This design comes from an exercise in tuning for small area, a short achievable clock period and few clock cycles per item on the open sky130 flow, not from production work. The RTL was checked by simulation tests, not by an equivalence proof against the original design.

==> inputs of run a <==
## orbit_position_generator
module orbit_position_generator (
    input  logic         clk,
    input  logic         rst_n,
    input  logic         s_tvalid,
    output logic         s_tready,
    input  logic [111:0] s_tdata,
    output logic         m_tvalid,
    input  logic         m_tready,
    output logic [127:0] m_tdata,
    input  logic         psel,
    input  logic         penable,
    input  logic         pwrite,
    input  logic [4:0]   paddr,
    input  logic [31:0]  pwdata,
    output logic [31:0]  prdata,
    output logic         pready
);
    logic        wr_q;
    logic [2:0]  widx_q;
    logic [31:0] wdat_q;
    logic [30:0] c_rad;
    logic [24:0] c_osp, c_ssp;
    logic [25:0] c_pit, c_yaw, c_rol;
    logic [31:0] rd_val, prdata_q;
    logic [2:0]  ridx;
    assign pready = 1'b1;
    assign ridx   = paddr[4:2];
    always_ff @(posedge clk or negedge rst_n)
    begin
        if (!rst_n)
        begin
            wr_q <= 1'b0;
        end
        else
        begin
            wr_q <= psel && penable && pwrite;
        end
    end
    always_ff @(posedge clk)
    begin
        widx_q <= paddr[4:2];
        wdat_q <= pwdata;
    end
    always_ff @(posedge clk or negedge rst_n)
    begin
        if (!rst_n)
        begin
            c_rad <= '0;
            c_osp <= '0;
            c_ssp <= '0;
            c_pit <= '0;
            c_yaw <= '0;
            c_rol <= '0;
        end
        else if (wr_q)
        begin
            case (widx_q)
                3'd0: c_rad <= wdat_q[30:0];
                3'd1: c_osp <= wdat_q[24:0];
                3'd2: c_ssp <= wdat_q[24:0];
                3'd3: c_pit <= wdat_q[25:0];
                3'd4: c_yaw <= wdat_q[25:0];
                3'd5: c_rol <= wdat_q[25:0];
                default: ;
            endcase
        end
    end
    always_comb
  ...
==> flow/config.mk <==
export PLATFORM = sky130hd
export DESIGN_NAME = orbit_position_generator
export DESIGN_NICKNAME = orbit_position_generator
export VERILOG_FILES = /design/flow/design.v
export SDC_FILE = /design/flow/constraint.sdc
export NUM_CORES = 4
export LEC_CHECK = 0
export ABC_CLOCK_PERIOD_IN_PS = 3000
export CAP_MARGIN = 20
export CORE_MARGIN = 2
export CORE_UTILIZATION = 45
export PLACE_DENSITY = 0.55
export SETUP_SLACK_MARGIN = 5
export SLEW_MARGIN = 20
==> flow/constraint.sdc <==
create_clock -name core_clock -period 15.0 [get_ports {clk}]
set_input_delay 3.0000 -clock core_clock [delete_from_list [all_inputs] [get_ports {clk}]]
set_output_delay 3.0000 -clock core_clock [all_outputs]
set_load 0.01 [all_outputs]
standard.sh (not shown) runs the stock make flow with config.mk's settings and CLKGATE_MAP_FILE= SYNTH_SCRIPT=/design/flow/synth_recipe.tcl, a recipe that flattens the netlist after the stock synthesis.
==> flow/flow/run.sh <==
#!/bin/bash
set -euo pipefail
bash standard.sh SETUP_SLACK_MARGIN=10.3 finish > standard_flow.log 2>&1
==> run b: changes against run a <==
--- a/flow/design.v
+++ b/flow/design.v
@@ -3840,90 +3840,65 @@
     input  logic         penable,
     input  logic         pwrite,
     input  logic [4:0]   paddr,
     input  logic [31:0]  pwdata,
     output logic [31:0]  prdata,
     output logic         pready
 );
-    logic        wr_q;
-    logic [2:0]  widx_q;
-    logic [31:0] wdat_q;
+    logic        wr_en, wr_q, tw_q;
     logic [30:0] c_rad;
     logic [24:0] c_osp, c_ssp;
     logic [25:0] c_pit, c_yaw, c_rol;
     logic [31:0] rd_val, prdata_q;
     logic [2:0]  ridx;
     assign pready = 1'b1;
     assign ridx   = paddr[4:2];
+    assign wr_en  = psel && penable && pwrite;
     always_ff @(posedge clk or negedge rst_n)
     begin
         if (!rst_n)
         begin
-            wr_q <= 1'b0;
-        end
-        else
-        begin
-            wr_q <= psel && penable && pwrite;
-        end
-    end
-    always_ff @(posedge clk)
-    begin
-        widx_q <= paddr[4:2];
-        wdat_q <= pwdata;
-    end
-    always_ff @(posedge clk or negedge rst_n)
-    begin
-        if (!rst_n)
-        begin
+            wr_q  <= 1'b0;
+            tw_q  <= 1'b0;
             c_rad <= '0;
             c_osp <= '0;
             c_ssp <= '0;
             c_pit <= '0;
             c_yaw <= '0;
             c_rol <= '0;
         end
-        else if (wr_q)
+        else
         begin
-            case (widx_q)
-                3'd0: c_rad <= wdat_q[30:0];
-                3'd1: c_osp <= wdat_q[24:0];
-                3'd2: c_ssp <= wdat_q[24:0];
-                3'd3: c_pit <= wdat_q[25:0];
-                3'd4: c_yaw <= wdat_q[25:0];
-                3'd5: c_rol <= wdat_q[25:0];
-                default: ;
-            endcase
+            wr_q <= wr_en;
+            tw_q <= wr_en && (ridx == 3'd3 || ridx == 3'd4 || ridx == 3'd5);
+            if (wr_en)
+            begin
+                case (ridx)
+                    3'd0: c_rad <= pwdata[30:0];
+                    3'd1: c_osp <= pwdata[24:0];
+                    3'd2: c_ssp <= pwdata[24:0];
+                    3'd3: c_pit <= pwdata[25:0];
+                    3'd4: c_yaw <= pwdata[25:0];
+                    3'd5: c_rol <= pwdata[25:0];
+                    default: ;
+                endcase
+            end
         end
     end
     always_comb
     begin
-        if (wr_q && widx_q == ridx)
-        begin
-            case (ridx)
-                3'd0: rd_val = {1'b0, wdat_q[30:0]};
-                3'd1: rd_val = {7'b0, wdat_q[24:0]};
-                3'd2: rd_val = {7'b0, wdat_q[24:0]};
-                3'd3: rd_val = {6'b0, wdat_q[25:0]};
-                3'd4: rd_val = {6'b0, wdat_q[25:0]};
-                3'd5: rd_val = {6'b0, wdat_q[25:0]};
-                default: rd_val = '0;
-            endcase
-        end
-        else
-        begin
-            case (ridx)
-                3'd0: rd_val = {1'b0, c_rad};
-                3'd1: rd_val = {7'b0, c_osp};
-                3'd2: rd_val = {7'b0, c_ssp};
-                3'd3: rd_val = {6'b0, c_pit};
-                3'd4: rd_val = {6'b0, c_yaw};
-                3'd5: rd_val = {6'b0, c_rol};
-                default: rd_val = '0;
-            endcase
-        end
+        case (ridx)
+            3'd0: rd_val = {1'b0, c_rad};
+            3'd1: rd_val = {7'b0, c_osp};
+            3'd2: rd_val = {7'b0, c_ssp};
+            3'd3: rd_val = {6'b0, c_pit};
+            3'd4: rd_val = {6'b0, c_yaw};
+            3'd5: rd_val = {6'b0, c_rol};
+            default: rd_val = '0;
+        endcase
     end
     always_ff @(posedge clk)
     begin
         prdata_q <= rd_val;
     end
     assign prdata = prdata_q;
     logic [2:0] cyc, cyc_n;
@@ -3934,15 +3909,15 @@
     logic       tilt_wr, dirty_eff;
     logic       run, hold, bnd, busy;
     logic       stall;
     logic [1:0] sc;
     logic       s_tvalid_q, psel_q, tent_bad;
     logic       accept, cancel, chain_sh;
     logic       out_load, o_v, o_v_n;
-    assign tilt_wr   = wr_q && (widx_q == 3'd3 || widx_q == 3'd4 || widx_q == 3'd5);
+    assign tilt_wr   = tw_q;
     assign dirty_eff = dirty || tilt_wr;
     assign out_load  = (cyc == 3'd2) && (tok[6] == opg_pkg::TK_ITEM);
     logic       tilt_now, item_ok, item_any, flush;
     logic [2:0] tilt_tok;
     logic [1:0] seq_after;
     assign tilt_now  = (tok[0] != opg_pkg::TK_ITEM) && (dirty_eff || seq != 2'd0);
     assign tilt_tok  = dirty_eff ? opg_pkg::TK_YAW : ((seq == 2'd1) ? opg_pkg::TK_PITCH : opg_pkg::TK_ROLL);
Settings changed: CORE_UTILIZATION 45 to 65, CTS_CLUSTER_DIAMETER set to 100, CTS_CLUSTER_SIZE set to 24, PLACE_DENSITY 0.55 to 0.72.
==> run notes <==
|  | run a | run b |
|---|---|---|
| Result of the run | timing/DRC/antenna clean | timing/DRC/antenna clean |
| Share of synthesized flip-flops with an asynchronous set or reset | 12.0% | 12.3% |
| Required arrival time at the worst endpoint | 15,840 ps | 15,630 ps |
| Number of antenna violations at the first check in global routing | 30 | 34 |
| Initial cell density of the core | 45.2% | 65.3% |
| Cell Area, Placed | 133,000 um^2 | 131,000 um^2 |
| Max clock buf depth | 4 | 3 |
| Unique masters post-synth | 105 | 102 |
| Core Footprint | 279,000 um^2 | 192,000 um^2 |
| Ant diodes | 9 | 19 |
| Number of sequential cells | 2,154 | 2,121 |
| Share of the core filled with cells in the final layout | 52.4% | 73.2% |
| Path type of the worst setup path | in -> reg | reg -> reg |
| Standard cell with the maximum stage delay on the critical path | nor2_2 | dfrtp_4 |
| Total length of routed met3 wires | 43.0 mm | 50.5 mm |
| Sequential area share after synthesis | 44.9% | 44.6% |
| Number of cells on the critical path | 7 | 20 |
| Min setup slack post-route | 10,170 ps | 10,200 ps |
| Global Route met2 Usage | 46.0% | 62.1% |
| Share of the clock period used by the worst path | 32.2% | 32.0% |
| Register bit count reported by yosys | 2,154 | 2,121 |
| Die ar. | 284,000 um^2 | 197,000 um^2 |
| Average wire per standard cell | 28.8 um | 28.7 um |
Testbench counts of run a, summed over its fixed seeds: cycles 2,536, items 256.
Testbench counts of run b, summed over its fixed seeds: cycles 2,536, items 256.


==> 05-14 <==
Another version of the RTL of orbit_position_generator (not shown whole).
export LEC_CHECK = 0
export ABC_CLOCK_PERIOD_IN_PS = 3000
export CAP_MARGIN = 20
export CORE_MARGIN = 2
export CORE_UTILIZATION = 60
export CTS_CLUSTER_DIAMETER = 100
export CTS_CLUSTER_SIZE = 24
export PLACE_DENSITY = 0.68
export SETUP_SLACK_MARGIN = 5
export SLEW_MARGIN = 20
create_clock -name core_clock -period 15.0 [get_ports {clk}]
==> flow/flow/run.sh <==
#!/bin/bash
set -euo pipefail
bash standard.sh SETUP_SLACK_MARGIN=10.3 "BUFFER_PORTS_ARGS=-buffer_cell sky130_fd_sc_hd__buf_4" finish > standard_flow.log 2>&1
==> 10-18: changes against 05-14 <==
--- a/flow/design.v
+++ b/flow/design.v
@@ -3842,20 +3842,19 @@
     input  logic [4:0]   paddr,
     input  logic [31:0]  pwdata,
     output logic [31:0]  prdata,
     output logic         pready
 );
-    logic        wr_en, wr_q, tw_q, tw_now;
+    logic        wr_en, wr_q, tw_q;
     logic [30:0] c_rad;
     logic [24:0] c_osp, c_ssp;
     logic [25:0] c_pit, c_yaw, c_rol;
     logic [31:0] rd_val, prdata_q;
     logic [2:0]  ridx;
     assign pready = 1'b1;
     assign ridx   = paddr[4:2];
     assign wr_en  = psel && penable && pwrite;
-    assign tw_now = wr_en && (ridx == 3'd3 || ridx == 3'd4 || ridx == 3'd5);
     always_ff @(posedge clk or negedge rst_n)
     begin
         if (!rst_n)
         begin
             wr_q  <= 1'b0;
@@ -3868,11 +3867,11 @@
             c_rol <= '0;
         end
         else
         begin
             wr_q <= wr_en;
-            tw_q <= tw_now;
+            tw_q <= wr_en && (ridx == 3'd3 || ridx == 3'd4 || ridx == 3'd5);
             if (wr_en)
             begin
                 case (ridx)
                     3'd0: c_rad <= pwdata[30:0];
                     3'd1: c_osp <= pwdata[24:0];
@@ -3907,11 +3906,11 @@
     logic [2:0] new_tok;
     logic [1:0] seq;           
     logic       dirty;
     logic       tilt_wr, dirty_eff;
     logic       run, hold, bnd, busy;
-    logic       stall, stall_n;
+    logic       stall;
     logic [1:0] sc;
     logic       s_tvalid_q, psel_q, tent_bad;
     logic       accept, cancel, chain_sh;
     logic       out_load, o_v, o_v_n;
     assign tilt_wr   = tw_q;
@@ -3924,11 +3923,11 @@
     assign tilt_tok  = dirty_eff ? opg_pkg::TK_YAW : ((seq == 2'd1) ? opg_pkg::TK_PITCH : opg_pkg::TK_ROLL);
     assign seq_after = tilt_now ? (dirty_eff ? 2'd1 : ((seq == 2'd1) ? 2'd2 : 2'd0)) : seq;
     assign item_ok   = s_tvalid_q && (seq_after == 2'd0) && !dirty_eff;
     assign item_any  = (tok[1] == opg_pkg::TK_ITEM) || (tok[2] == opg_pkg::TK_ITEM) || (tok[3] == opg_pkg::TK_ITEM)
                     || (tok[4] == opg_pkg::TK_ITEM) || (tok[5] == opg_pkg::TK_ITEM) || (tok[6] == opg_pkg::TK_ITEM);
-    assign flush     = tw_now && !item_any && !stall && !((tok[0] == opg_pkg::TK_ITEM) && (cyc == 3'd6 || cyc == 3'd7));
+    assign flush     = tilt_wr && !item_any && !stall && !((tok[0] == opg_pkg::TK_ITEM) && (cyc == 3'd6 || cyc == 3'd7));
     assign new_tok   = item_ok ? opg_pkg::TK_ITEM : opg_pkg::TK_NONE;
     assign busy  = tok[0][2] || tok[1][2] || tok[2][2] || tok[3][2] || tok[4][2] || tok[5][2];
     assign hold  = !busy && !tilt_now && !item_ok;
     assign run   = !stall;
     assign bnd   = run && (cyc == 3'd7) && !hold;
@@ -3937,12 +3936,10 @@
     assign s_tready = s_rdy_q;
     assign accept   = s_rdy_q && s_tvalid;
     assign cancel   = run && (cyc == 3'd5) && (tok[0] == opg_pkg::TK_ITEM) && !accept;
     assign chain_sh = run && (cyc == 3'd5);
     assign o_v_n = out_load ? 1'b1 : (m_tready ? 1'b0 : o_v);
-    assign stall_n = stall ? ((sc != 2'd2) || ((tok[6] == opg_pkg::TK_ITEM) && o_v_n))
-                           : (bnd && (tok[5] == opg_pkg::TK_ITEM) && o_v_n);
     always_ff @(posedge clk or negedge rst_n)
     begin
         if (!rst_n)
         begin
             cyc        <= 3'd7;
@@ -3967,16 +3964,16 @@
             s_rdy_q    <= (cyc_n == 3'd5) && !bnd && !flush && (tok[0] == opg_pkg::TK_ITEM) && !tent_bad && !wr_q && !psel;
             cyc        <= flush ? 3'd7 : cyc_n;
             o_v        <= o_v_n;
             if (stall)
             begin
-                stall <= stall_n;
+                stall <= (sc != 2'd2) || ((tok[6] == opg_pkg::TK_ITEM) && o_v_n);
                 sc    <= (sc == 2'd2) ? 2'd0 : sc + 2'd1;
             end
             else
             begin
-                stall <= stall_n;
+                stall <= bnd && (tok[5] == opg_pkg::TK_ITEM) && o_v_n;
                 sc    <= 2'd0;
             end
             dirty      <= dirty_eff && !(bnd && tilt_now && !flush);
             tent_bad   <= bnd ? 1'b0 : (tent_bad || wr_q);
             if (flush)
@@ -4004,61 +4001,58 @@
         end
     end
     logic signed [31:0] p_x [5];
     logic signed [31:0] p_y [5];
     logic signed [31:0] p_z [5];
-    logic [15:0]        p_dt [5];
+    logic [24:0]        sp_ch [5];
     logic [24:0]        ph_o, ph_s;
     always_ff @(posedge clk)
     begin
         if (chain_sh)
         begin
             p_x[0]   <= s_tdata[47:16];
             p_y[0]   <= s_tdata[79:48];
             p_z[0]   <= s_tdata[111:80];
-            p_dt[0]  <= s_tdata[15:0];
+            sp_ch[0] <= ph_s;
             for (int i = 1; i < 5; i++)
             begin
                 p_x[i]   <= p_x[i-1];
                 p_y[i]   <= p_y[i-1];
                 p_z[i]   <= p_z[i-1];
-                p_dt[i]  <= p_dt[i-1];
+                sp_ch[i] <= sp_ch[i-1];
             end
         end
     end
-    logic [15:0] dt_sh, dts_sh;
+    logic [15:0] dt_sh;
     logic [24:0] r_o, r_s;
     logic [26:0] u_o, u_s;
     assign u_o = (cyc == 3'd0 ? 27'd0 : {2'b00, r_o}) + (dt_sh[1] ? {1'b0, c_osp, 1'b0} : 27'd0)
                + (dt_sh[0] ? {2'b00, c_osp} : 27'd0);
-    assign u_s = (cyc == 3'd0 ? 27'd0 : {2'b00, r_s}) + (dts_sh[1] ? {1'b0, c_ssp, 1'b0} : 27'd0)
-               + (dts_sh[0] ? {2'b00, c_ssp} : 27'd0);
+    assign u_s = (cyc == 3'd0 ? 27'd0 : {2'b00, r_s}) + (dt_sh[1] ? {1'b0, c_ssp, 1'b0} : 27'd0)
+               + (dt_sh[0] ? {2'b00, c_ssp} : 27'd0);
     always_ff @(posedge clk)
     begin
         if (run)
         begin
             if (bnd)
             begin
-                dt_sh  <= s_tdata[15:0];
-                dts_sh <= p_dt[4];
+                dt_sh <= s_tdata[15:0];
             end
             else
             begin
-                dt_sh  <= {2'b00, dt_sh[15:2]};
-                dts_sh <= {2'b00, dts_sh[15:2]};
+                dt_sh <= {2'b00, dt_sh[15:2]};
             end
             r_o <= u_o[26:2];
             r_s <= u_s[26:2];
         end
     end
     function automatic logic [24:0] adv(input logic [24:0] ph, input logic [24:0] inc);
         logic [25:0]        p;
-        logic signed [26:0] e, f;
+        logic signed [26:0] e;
         p = {1'b0, ph} + {1'b0, inc};
         e = $signed({2'b00, ph}) + $signed({2'b00, inc}) - $signed({2'b00, opg_pkg::DEG360});
-        f = $signed({2'b00, ph}) + $signed({2'b00, inc}) - $signed({2'b00, opg_pkg::DEG360}) - 27'sd1;
-        if (!f[26])
+        if (!e[26] && (e != 27'sd0))
         begin
             adv = e[24:0];
         end
         else
         begin
@@ -4070,20 +4064,14 @@
         if (!rst_n)
         begin
             ph_o <= '0;
             ph_s <= '0;
         end
-        else if (run && cyc == 3'd0)
+        else if (run && cyc == 3'd0 && tok[1] == opg_pkg::TK_ITEM)
         begin
-            if (tok[1] == opg_pkg::TK_ITEM)
-            begin
-                ph_o <= adv(ph_o, r_o);
-            end
-            if (tok[6] == opg_pkg::TK_ITEM)
-            begin
-                ph_s <= adv(ph_s, r_s);
-            end
+            ph_o <= adv(ph_o, r_o);
+            ph_s <= adv(ph_s, r_s);
         end
     end
     logic signed [26:0] ang, a_m360, a_p360, a_p720;
     logic [24:0]        a1;
     logic [1:0]         qr_q;
@@ -4139,48 +4127,39 @@
     end
     logic signed [31:0] rx_r [3];
     logic signed [31:0] ry_r [3];
     logic signed [28:0] rz_r [3];
     logic [7:0]         rp_r [3];
-    logic [7:0]         rs_r [3];
-    logic [7:0]         rp0_n;
     logic [1:0]         rq_r [3];
     logic signed [31:0] sx [3];
     logic signed [31:0] sy [3];
     logic signed [28:0] sz [3];
     logic               inject;
-    opg_cordic_stage #(.J(0)) u_st0 (.x_i(rx_r[0]), .y_i(ry_r[0]), .z_i(rz_r[0]), .ps(rs_r[0]),
+    opg_cordic_stage #(.J(0)) u_st0 (.x_i(rx_r[0]), .y_i(ry_r[0]), .z_i(rz_r[0]), .ps(rp_r[0] & {8{run}}),
                                      .x_o(sx[0]), .y_o(sy[0]), .z_o(sz[0]));
-    opg_cordic_stage #(.J(1)) u_st1 (.x_i(rx_r[1]), .y_i(ry_r[1]), .z_i(rz_r[1]), .ps(rs_r[1]),
+    opg_cordic_stage #(.J(1)) u_st1 (.x_i(rx_r[1]), .y_i(ry_r[1]), .z_i(rz_r[1]), .ps(rp_r[1] & {8{run}}),
                                      .x_o(sx[1]), .y_o(sy[1]), .z_o(sz[1]));
-    opg_cordic_stage #(.J(2)) u_st2 (.x_i(rx_r[2]), .y_i(ry_r[2]), .z_i(rz_r[2]), .ps(rs_r[2]),
+    opg_cordic_stage #(.J(2)) u_st2 (.x_i(rx_r[2]), .y_i(ry_r[2]), .z_i(rz_r[2]), .ps(rp_r[2] & {8{run}}),
                                      .x_o(sx[2]), .y_o(sy[2]), .z_o(sz[2]));
     assign inject = (cyc == 3'd3) && tok[1][2];
-    assign rp0_n  = inject ? 8'd1 : (stall ? rp_r[2] : {rp_r[2][6:0], rp_r[2][7]});
-    always_ff @(posedge clk)
-    begin
-        rs_r[0] <= rp0_n & {8{!stall_n}};
-        rs_r[1] <= rp_r[0] & {8{!stall_n}};
-        rs_r[2] <= rp_r[1] & {8{!stall_n}};
-    end
     always_ff @(posedge clk)
     begin
         begin
             if (inject)
             begin
                 rx_r[0] <= opg_pkg::CORDIC_GAIN;
                 ry_r[0] <= '0;
                 rz_r[0] <= $signed({2'b00, qr_rem, 4'b0000});
-                rp_r[0] <= rp0_n;
+                rp_r[0] <= 8'd1;
                 rq_r[0] <= qr_q;
             end
             else
             begin
                 rx_r[0] <= sx[2];
                 ry_r[0] <= sy[2];
                 rz_r[0] <= sz[2];
-                rp_r[0] <= rp0_n;
+                rp_r[0] <= stall ? rp_r[2] : {rp_r[2][6:0], rp_r[2][7]};
                 rq_r[0] <= rq_r[2];
             end
             rx_r[1] <= sx[0];
             ry_r[1] <= sy[0];
             rz_r[1] <= sz[0];
@@ -4371,11 +4350,11 @@
         if (out_load && run)
         begin
             o_x <= sat(rx);
             o_y <= sat(ry);
             o_z <= sat(rz);
-            o_s <= ph_s;
+            o_s <= sp_ch[4];
         end
     end
     assign m_tvalid = o_v;
     assign m_tdata  = {7'b0, o_s, o_z, o_y, o_x};
 endmodule
==> flow/flow/run.sh (replaced) <==
#!/bin/bash
set -euo pipefail
bash standard.sh SETUP_SLACK_MARGIN=10.3 finish > standard_flow.log 2>&1
CORE_UTILIZATION = 50   (was 60)
PLACE_DENSITY = 0.6   (was 0.68)
==> 01-17: changes against 05-14 <==
--- a/flow/design.v
+++ b/flow/design.v
@@ -3907,11 +3907,11 @@
     logic [2:0] new_tok;
     logic [1:0] seq;           
     logic       dirty;
     logic       tilt_wr, dirty_eff;
     logic       run, hold, bnd, busy;
-    logic       stall, stall_n;
+    logic       stall;
     logic [1:0] sc;
     logic       s_tvalid_q, psel_q, tent_bad;
     logic       accept, cancel, chain_sh;
     logic       out_load, o_v, o_v_n;
     assign tilt_wr   = tw_q;
@@ -3937,12 +3937,10 @@
     assign s_tready = s_rdy_q;
     assign accept   = s_rdy_q && s_tvalid;
     assign cancel   = run && (cyc == 3'd5) && (tok[0] == opg_pkg::TK_ITEM) && !accept;
     assign chain_sh = run && (cyc == 3'd5);
     assign o_v_n = out_load ? 1'b1 : (m_tready ? 1'b0 : o_v);
-    assign stall_n = stall ? ((sc != 2'd2) || ((tok[6] == opg_pkg::TK_ITEM) && o_v_n))
-                           : (bnd && (tok[5] == opg_pkg::TK_ITEM) && o_v_n);
     always_ff @(posedge clk or negedge rst_n)
     begin
         if (!rst_n)
         begin
             cyc        <= 3'd7;
@@ -3967,16 +3965,16 @@
             s_rdy_q    <= (cyc_n == 3'd5) && !bnd && !flush && (tok[0] == opg_pkg::TK_ITEM) && !tent_bad && !wr_q && !psel;
             cyc        <= flush ? 3'd7 : cyc_n;
             o_v        <= o_v_n;
             if (stall)
             begin
-                stall <= stall_n;
+                stall <= (sc != 2'd2) || ((tok[6] == opg_pkg::TK_ITEM) && o_v_n);
                 sc    <= (sc == 2'd2) ? 2'd0 : sc + 2'd1;
             end
             else
             begin
-                stall <= stall_n;
+                stall <= bnd && (tok[5] == opg_pkg::TK_ITEM) && o_v_n;
                 sc    <= 2'd0;
             end
             dirty      <= dirty_eff && !(bnd && tilt_now && !flush);
             tent_bad   <= bnd ? 1'b0 : (tent_bad || wr_q);
             if (flush)
@@ -4050,15 +4048,14 @@
             r_s <= u_s[26:2];
         end
     end
     function automatic logic [24:0] adv(input logic [24:0] ph, input logic [24:0] inc);
         logic [25:0]        p;
-        logic signed [26:0] e, f;
+        logic signed [26:0] e;
         p = {1'b0, ph} + {1'b0, inc};
         e = $signed({2'b00, ph}) + $signed({2'b00, inc}) - $signed({2'b00, opg_pkg::DEG360});
-        f = $signed({2'b00, ph}) + $signed({2'b00, inc}) - $signed({2'b00, opg_pkg::DEG360}) - 27'sd1;
-        if (!f[26])
+        if (!e[26] && (e != 27'sd0))
         begin
             adv = e[24:0];
         end
         else
         begin
@@ -4139,48 +4136,39 @@
     end
     logic signed [31:0] rx_r [3];
     logic signed [31:0] ry_r [3];
     logic signed [28:0] rz_r [3];
     logic [7:0]         rp_r [3];
-    logic [7:0]         rs_r [3];
-    logic [7:0]         rp0_n;
     logic [1:0]         rq_r [3];
     logic signed [31:0] sx [3];
     logic signed [31:0] sy [3];
     logic signed [28:0] sz [3];
     logic               inject;
-    opg_cordic_stage #(.J(0)) u_st0 (.x_i(rx_r[0]), .y_i(ry_r[0]), .z_i(rz_r[0]), .ps(rs_r[0]),
+    opg_cordic_stage #(.J(0)) u_st0 (.x_i(rx_r[0]), .y_i(ry_r[0]), .z_i(rz_r[0]), .ps(rp_r[0] & {8{run}}),
                                      .x_o(sx[0]), .y_o(sy[0]), .z_o(sz[0]));
-    opg_cordic_stage #(.J(1)) u_st1 (.x_i(rx_r[1]), .y_i(ry_r[1]), .z_i(rz_r[1]), .ps(rs_r[1]),
+    opg_cordic_stage #(.J(1)) u_st1 (.x_i(rx_r[1]), .y_i(ry_r[1]), .z_i(rz_r[1]), .ps(rp_r[1] & {8{run}}),
                                      .x_o(sx[1]), .y_o(sy[1]), .z_o(sz[1]));
-    opg_cordic_stage #(.J(2)) u_st2 (.x_i(rx_r[2]), .y_i(ry_r[2]), .z_i(rz_r[2]), .ps(rs_r[2]),
+    opg_cordic_stage #(.J(2)) u_st2 (.x_i(rx_r[2]), .y_i(ry_r[2]), .z_i(rz_r[2]), .ps(rp_r[2] & {8{run}}),
                                      .x_o(sx[2]), .y_o(sy[2]), .z_o(sz[2]));
     assign inject = (cyc == 3'd3) && tok[1][2];
-    assign rp0_n  = inject ? 8'd1 : (stall ? rp_r[2] : {rp_r[2][6:0], rp_r[2][7]});
-    always_ff @(posedge clk)
-    begin
-        rs_r[0] <= rp0_n & {8{!stall_n}};
-        rs_r[1] <= rp_r[0] & {8{!stall_n}};
-        rs_r[2] <= rp_r[1] & {8{!stall_n}};
-    end
     always_ff @(posedge clk)
     begin
         begin
             if (inject)
             begin
                 rx_r[0] <= opg_pkg::CORDIC_GAIN;
                 ry_r[0] <= '0;
                 rz_r[0] <= $signed({2'b00, qr_rem, 4'b0000});
-                rp_r[0] <= rp0_n;
+                rp_r[0] <= 8'd1;
                 rq_r[0] <= qr_q;
             end
             else
             begin
                 rx_r[0] <= sx[2];
                 ry_r[0] <= sy[2];
                 rz_r[0] <= sz[2];
-                rp_r[0] <= rp0_n;
+                rp_r[0] <= stall ? rp_r[2] : {rp_r[2][6:0], rp_r[2][7]};
                 rq_r[0] <= rq_r[2];
             end
             rx_r[1] <= sx[0];
             ry_r[1] <= sy[0];
             rz_r[1] <= sz[0];
==> flow/flow/run.sh (replaced) <==
#!/bin/bash
set -euo pipefail
bash standard.sh SETUP_SLACK_MARGIN=10.3 finish > standard_flow.log 2>&1
==> qor summary <==
Outcome: 01-17 timing/DRC/antenna clean; 05-14 timing/DRC/antenna clean; 10-18 timing/DRC/antenna clean
Cell count after synthesis: 01-17 11,300; 05-14 11,400; 10-18 11,300
Horizontal extent of the die: 01-17 459 um; 05-14 460 um; 10-18 505 um
Total number of vias: 01-17 96,300; 05-14 92,900; 10-18 94,000
Signed area change from the synthesized netlist to the final layout: 01-17 13.0%; 05-14 7.43%; 10-18 12.6%
Largest driver fanout on the critical path: 01-17 5; 05-14 33; 10-18 12
Final sequential cell count: 01-17 2,092; 05-14 2,116; 10-18 2,121
Minimum period implied by the final worst setup slack: 01-17 4.89 ns; 05-14 4.67 ns; 10-18 4.82 ns
Cell at the slowest stage of the critical path: 01-17 dfrtp_4; 05-14 fa_1; 10-18 dfrtp_4
Count of flip-flops with a built-in enable after synthesis: 01-17 1,189; 05-14 1,189; 10-18 1,218
Final Instance Area: 01-17 141,000 um^2; 05-14 134,000 um^2; 10-18 141,000 um^2
Basic-gate share of the synthesized area counting and, or, nand and nor cells: 01-17 8.20%; 05-14 8.46%; 10-18 8.14%
Fraction of synthesized cell area taken by the top area cell type: 01-17 28.7%; 05-14 28.6%; 10-18 29.2%
Routability-driven placement congestion ratio: 01-17 0.957; 05-14 0.962; 10-18 0.938
Instance count on the critical path: 01-17 21; 05-14 13; 10-18 21
Testbench counts of 05-14, summed over its fixed seeds: cycles 2,528, items 256.
Testbench counts of 10-18, summed over its fixed seeds: cycles 2,536, items 256.
Testbench counts of 01-17, summed over its fixed seeds: cycles 2,528, items 256.

-- re-timing with driven ports --
How much do the figures lean on ideal ports? The routed layouts below were timed once more, with nothing changed but the port constraints. Step 1 sets driving cells, clkbuf_16 on the clock port and buf_2 on the other inputs (assumed; they add their load-dependent delay and slew). Step 2 adds t to the input delays and takes it off the output delays; t is the mean of the earliest and latest rising clock arrival at the registers after step 1. Input paths then give back, and output paths get back, about the clock's delay inside the block. a / b / c = ideal / step 1 / step 2; a / b = the first two.
run	shift t [ns]	setup WS [ns]	hold slack, ns	clock arrival spread, ns	worst data-port slew with drivers (ns)
run a	0.998	10.174 / 10.232 / 9.246	0.309 / 0.309 / 0.309	0.117 / 0.117	0.14
run b	0.883	10.199 / 10.199 / 9.476	0.329 / 0.329 / 0.329	0.096 / 0.097	0.24
05-14	0.893	10.334 / 10.334 / 9.531	0.313 / 0.313 / 0.313	0.052 / 0.052	0.12
10-18	0.924	10.177 / 10.177 / 9.389	0.303 / 0.303 / 0.303	0.090 / 0.090	0.24
01-17	0.920	10.107 / 10.107 / 9.395	0.333 / 0.333 / 0.333	0.042 / 0.042	0.11
After both steps setup and hold are still met in every run listed. The setup slack of run a, which loses most, moves by +0.058 ns with the drivers and by -0.928 ns with both steps.
